Context: an optimization exercise on an open-source flow, tuned for small area. The choices shown serve that exercise and are no tape-out recipe. Where RTL was checked, it was by simulation tests only, not by an equivalence proof against the original. The clock port is modelled as an ideal driver; clocking choices that lean on that would not hold on a real chip.

==> flow/design.v (excerpt) <==
module isp_demosaic (
    input  logic pclk,
    input  logic rst_n,
    input  logic in_vsync,
    input  logic in_href,
    input  demosaic_pixel_pkg::pix_t in_raw,
    output logic out_href,
    output logic out_vsync,
    output demosaic_pixel_pkg::pix_t out_r,
    output demosaic_pixel_pkg::pix_t out_g,
    output demosaic_pixel_pkg::pix_t out_b
);
==> module isp_demosaic, before the edit <==
module isp_demosaic (
    input  logic pclk,
    input  logic rst_n,
    input  logic in_vsync,
    input  logic in_href,
    input  demosaic_pixel_pkg::pix_t in_raw,
    output logic out_href,
    output logic out_vsync,
    output demosaic_pixel_pkg::pix_t out_r,
    output demosaic_pixel_pkg::pix_t out_g,
    output demosaic_pixel_pkg::pix_t out_b
);
localparam int D  = 5;     
localparam int SR = 48;    
localparam int GF = 8;     
function automatic logic [7:0] ginterp(input logic [7:0] l, input logic [7:0] r,
                                       input logic [7:0] u, input logic [7:0] d);
    logic [8:0] sh, sv, eh, ev, x, y;
    logic [7:0] dh, dv;
    logic [9:0] s4;
    logic       lt, gt;
    sh = {1'b0, l} + {1'b0, r};
    sv = {1'b0, u} + {1'b0, d};
    eh = {1'b0, l} - {1'b0, r};
    ev = {1'b0, u} - {1'b0, d};
    dh = eh[8] ? -eh[7:0] : eh[7:0];
    dv = ev[8] ? -ev[7:0] : ev[7:0];
    lt = dh < dv;
    gt = dv < dh;
    x  = gt ? sv : sh;             
    y  = lt ? sh : sv;
    s4 = {1'b0, x} + {1'b0, y};
    ginterp = s4[9:2];
endfunction
function automatic logic [7:0] clamp_diff(input logic [7:0] g, input logic [7:0] c, input logic [7:0] m);
    logic [9:0] d;
    d = {2'b0, g} + {2'b0, c} - {2'b0, m};
    clamp_diff = d[9] ? 8'h00 : d[8] ? 8'hff : d[7:0];
endfunction
logic [7:0] raw_d [1:D];
logic [D:1] hr_d;
logic [D:1] vs_d;
always_ff @(posedge pclk) begin
    raw_d[1] <= in_raw;
    for (int k = 2; k <= D; k++)
        raw_d[k] <= raw_d[k-1];
    hr_d <= {hr_d[D-1:1], in_href};
end
always_ff @(posedge pclk or negedge rst_n) begin
    if (!rst_n) begin
        vs_d      <= '0;
        out_vsync <= 1'b0;
    end else begin
        vs_d      <= {vs_d[D-1:1], in_vsync};
        out_vsync <= vs_d[D];
    end
end
logic       vsi, hri;
logic [7:0] rawi;
assign vsi  = vs_d[D];
assign hri  = hr_d[D];
assign rawi = raw_d[D];
logic       active;
logic [3:0] row_cnt;     
logic [4:0] col_cnt;     
logic       flush_row, line_end, slot, shift;
assign flush_row = row_cnt[3] & row_cnt[1];           
assign line_end  = col_cnt[4] & col_cnt[0];           
assign slot      = active & (hri | col_cnt[4] | flush_row);
assign shift     = slot & ~col_cnt[4];
logic       mcol;        
always_ff @(posedge pclk or negedge rst_n) begin
    if (!rst_n) begin
        active  <= 1'b0;
        row_cnt <= '0;
        col_cnt <= '0;
        mcol    <= 1'b0;
    end else if (vsi) begin
        active  <= 1'b1;
        row_cnt <= '0;
        col_cnt <= '0;
        mcol    <= 1'b0;
    end else if (slot) begin
        mcol <= mcol ^ ~line_end;
        if (line_end) begin
            col_cnt <= '0;
            if (row_cnt == 4'd11) begin
                row_cnt <= '0;
                active  <= 1'b0;
            end else
                row_cnt <= row_cnt + 1'b1;
        end else
            col_cnt <= col_cnt + 1'b1;
    end
end
logic [7:0] sr [1:SR];
logic [7:0] tap [0:SR];
always_ff @(posedge pclk) begin
    if (shift) begin
        sr[1] <= rawi;
        for (int k = 2; k <= SR; k++)
            sr[k] <= sr[k-1];
    end
end
always_comb begin
    tap[0] = rawi;
    for (int k = 1; k <= SR; k++)
        tap[k] = sr[k];
end
logic [7:0] up1;
always_ff @(posedge pclk)
    up1 <= tap[48];
logic [7:0] g_in [4];
logic [7:0] g_new, g_top;
logic [7:0] gf [1:GF];    
logic       gf_shift;
logic [8:0] v0, v1, v2, v3;   
logic [8:0] k0, k1, k2, k3;   
always_comb begin
    if (mcol) begin       
        g_in[0] = tap[34]; g_in[1] = tap[32]; g_in[2] = up1;     g_in[3] = tap[17];
    end else begin        
        g_in[0] = tap[18]; g_in[1] = tap[16]; g_in[2] = tap[33]; g_in[3] = tap[1];
    end
    g_new = ginterp(g_in[0], g_in[1], g_in[2], g_in[3]);
    g_top = gf[GF];
    v0    = mcol ? {1'b0, g_new} : {1'b0, g_new} + {1'b0, g_top};
end
assign gf_shift = shift & mcol & (|col_cnt);
always_ff @(posedge pclk) begin
    if (gf_shift) begin
        gf[1] <= g_new;
        for (int k = 2; k <= GF; k++)
            gf[k] <= gf[k-1];
    end
end
assign k0 = mcol ? {1'b0, tap[33]} : {1'b0, up1} + {1'b0, tap[17]};
always_ff @(posedge pclk) begin
    v1 <= v0;
    v2 <= v1;
    v3 <= v2;
    k1 <= k0;
    k2 <= k1;
    k3 <= k2;
end
logic       valid, border;
logic [1:0] site;         
logic       valid1, border1;
logic [1:0] site1;
logic [7:0] rawc1;
assign valid  = slot & (row_cnt >= 4'd2) & (col_cnt >= 5'd2);
assign border = (row_cnt < 4'd4) | flush_row | (col_cnt < 5'd4) | col_cnt[4];
assign site   = {row_cnt[0], col_cnt[0]};
always_ff @(posedge pclk or negedge rst_n) begin
    if (!rst_n)
        valid1 <= 1'b0;
    else
        valid1 <= valid;
end
always_ff @(posedge pclk) begin
    border1 <= border;
    site1   <= site;
    rawc1   <= line_end ? tap[33] : tap[34];    
end
logic       cgreen;
logic [7:0] g_c, c1_avg, c2_avg, m1, m2;
logic [9:0] w;
logic [7:0] ch1, ch2;
assign cgreen = site1[0] ^ site1[1];
always_comb begin
    logic [9:0] a;
    a = {1'b0, k1} + {1'b0, k3};      
    w = {1'b0, v1} + {1'b0, v3};      
    if (cgreen) begin                 
        g_c    = rawc1;
        c1_avg = a[8:1];
        m1     = w[8:1];
    end else begin                    
        g_c    = v2[7:0];
        c1_avg = a[9:2];
        m1     = w[9:2];
    end
    c2_avg = k2[8:1];                 
    m2     = v2[8:1];
    ch1    = clamp_diff(g_c, c1_avg, m1);
    ch2    = clamp_diff(rawc1, c2_avg, m2);
end
assign out_href = valid1;
always_comb begin
    if (!valid1) begin
        out_r = '0;
        out_g = '0;
        out_b = '0;
    end else if (border1) begin
        out_r = rawc1;
        out_g = rawc1;
        out_b = rawc1;
    end else begin
        case (site1)
            2'd0: begin out_r = rawc1; out_g = g_c;   out_b = ch1;   end
            2'd1: begin out_r = ch1;   out_g = rawc1; out_b = ch2;   end
            2'd2: begin out_r = ch2;   out_g = rawc1; out_b = ch1;   end
            default: begin out_r = ch1; out_g = g_c;  out_b = rawc1; end
        endcase
    end
end
endmodule
Settings: LEC_CHECK=0, CAP_MARGIN=20, CORE_MARGIN=2, CORE_UTILIZATION=40, CTS_BUF_LIST=sky130_fd_sc_hd__clkbuf_16, CTS_CLUSTER_DIAMETER=100, CTS_CLUSTER_SIZE=30, SLEW_MARGIN=20; clock period 8.0 ns.
standard.sh (not shown) runs the stock make flow with config.mk's settings and CLKGATE_MAP_FILE= SYNTH_SCRIPT=/design/flow/synth_recipe.tcl, a recipe that flattens the netlist after the stock synthesis.
==> flow/flow/run.sh <==
#!/bin/bash
# Own flow: the standard layout (standard synthesis unchanged), with plain
# buf_1 cells as the port buffers and no dummy loads in the clock tree.
set -euo pipefail
bash standard.sh \
  "BUFFER_PORTS_ARGS=-buffer_cell sky130_fd_sc_hd__buf_1" \
  "CTS_ARGS=-sink_clustering_enable -repair_clock_nets -buf_list sky130_fd_sc_hd__clkbuf_16 -sink_clustering_size 30 -sink_clustering_max_diameter 100 -dont_use_dummy_load" \
  finish > standard.log 2>&1
The starting point finished clean.
Then changed:
--- a/flow/design.v
+++ b/flow/design.v
@@ -59,28 +59,57 @@
 localparam int D  = 5;     
 localparam int SR = 48;    
 localparam int GF = 8;     
+function automatic logic [8:0] add8(input logic [7:0] a, input logic [7:0] b, input logic cin);
+    logic c;
+    c = cin;
+    for (int i = 0; i < 8; i++) begin
+        add8[i] = a[i] ^ b[i] ^ c;
+        c = (a[i] & b[i]) | (a[i] & c) | (b[i] & c);
+    end
+    add8[8] = c;
+endfunction
+function automatic logic [9:0] add9(input logic [8:0] a, input logic [8:0] b, input logic cin);
+    logic c;
+    c = cin;
+    for (int i = 0; i < 9; i++) begin
+        add9[i] = a[i] ^ b[i] ^ c;
+        c = (a[i] & b[i]) | (a[i] & c) | (b[i] & c);
+    end
+    add9[9] = c;
+endfunction
+function automatic logic [10:0] add10(input logic [9:0] a, input logic [9:0] b, input logic cin);
+    logic c;
+    c = cin;
+    for (int i = 0; i < 10; i++) begin
+        add10[i] = a[i] ^ b[i] ^ c;
+        c = (a[i] & b[i]) | (a[i] & c) | (b[i] & c);
+    end
+    add10[10] = c;
+endfunction
 function automatic logic [7:0] ginterp(input logic [7:0] l, input logic [7:0] r,
                                        input logic [7:0] u, input logic [7:0] d);
     logic [8:0] sh, sv, eh, ev, x, y;
     logic [7:0] dh, dv;
     logic [9:0] s4;
     logic       lt, gt;
-    sh = {1'b0, l} + {1'b0, r};
-    sv = {1'b0, u} + {1'b0, d};
-    eh = {1'b0, l} - {1'b0, r};
-    ev = {1'b0, u} - {1'b0, d};
-    dh = eh[8] ? -eh[7:0] : eh[7:0];
-    dv = ev[8] ? -ev[7:0] : ev[7:0];
+    sh = add8(l, r, 1'b0);
+    sv = add8(u, d, 1'b0);
+    eh = add8(l, ~r, 1'b1);        
+    ev = add8(u, ~d, 1'b1);
+    dh = eh[8] ? eh[7:0] : -eh[7:0];
+    dv = ev[8] ? ev[7:0] : -ev[7:0];
     lt = dh < dv;
     gt = dv < dh;
     x  = gt ? sv : sh;             
     y  = lt ? sh : sv;
-    s4 = {1'b0, x} + {1'b0, y};
+    s4 = add9(x, y, 1'b0);
     ginterp = s4[9:2];
 endfunction
 function automatic logic [7:0] clamp_diff(input logic [7:0] g, input logic [7:0] c, input logic [7:0] m);
-    logic [9:0] d;
-    d = {2'b0, g} + {2'b0, c} - {2'b0, m};
+    logic [8:0] p;
+    logic [10:0] d;
+    p = add8(g, c, 1'b0);
+    d = add10({1'b0, p}, {2'b11, ~m}, 1'b1);    
     clamp_diff = d[9] ? 8'h00 : d[8] ? 8'hff : d[7:0];
 endfunction
 logic [7:0] raw_d [1:D];
@@ -170,7 +199,7 @@
     end
     g_new = ginterp(g_in[0], g_in[1], g_in[2], g_in[3]);
     g_top = gf[GF];
-    v0    = mcol ? {1'b0, g_new} : {1'b0, g_new} + {1'b0, g_top};
+    v0    = mcol ? {1'b0, g_new} : add8(g_new, g_top, 1'b0);
 end
 assign gf_shift = shift & mcol & (|col_cnt);
 always_ff @(posedge pclk) begin
@@ -180,7 +209,7 @@
             gf[k] <= gf[k-1];
     end
 end
-assign k0 = mcol ? {1'b0, tap[33]} : {1'b0, up1} + {1'b0, tap[17]};
+assign k0 = mcol ? {1'b0, tap[33]} : add8(up1, tap[17], 1'b0);
 always_ff @(posedge pclk) begin
     v1 <= v0;
     v2 <= v1;
@@ -215,8 +244,8 @@
 assign cgreen = site1[0] ^ site1[1];
 always_comb begin
     logic [9:0] a;
-    a = {1'b0, k1} + {1'b0, k3};      
-    w = {1'b0, v1} + {1'b0, v3};      
+    a = add9(k1, k3, 1'b0);           
+    w = add9(v1, v3, 1'b0);           
     if (cgreen) begin                 
         g_c    = rawc1;
         c1_avg = a[8:1];
With this change the flow completed, yet does not pass: negative setup slack.
Via count falls by 18%.
Wire length falls by 13%.
Non-clock buffer count rises by 64.
Hold slack barely changes.
Cell count falls by 14%.
Sequential cell count does not change.
Clock-buffer cell count falls by 2.
Worst setup slack degrades by 1.4 ns.
Die area falls by 6.2%.
Synthesized area falls by 6.3%.
Register-to-register slack degrades by 1.4 ns.
Critical path depth stays the same.
No functional check of the RTL was part of the second run of this note.

## port drivers added, routing unchanged
No port has a modelled driver above. Below, the same layouts with a new extraction and two added sets of constraints. Step 1 assumes that a clkbuf_16 drives the clock port and a buf_2 every other input. Step 2, shift: input delay + t, output delay - t, t = (earliest + latest rising clock arrival at the registers) / 2. This alone moves slack from input paths to output paths. a / b / c = no drivers / after step 1 / after step 2; a / b = the first two.
run	t, ns	setup slack, ns	worst setup path at the end	clock arrival spread, ns	pins driven straight from the clock port
the first run	0.606	0.670 / 0.670 / 0.670	register to register	0.104 / 0.104	1
the second run	0.607	-0.769 / -0.769 / -0.769	register to register	0.043 / 0.043	1
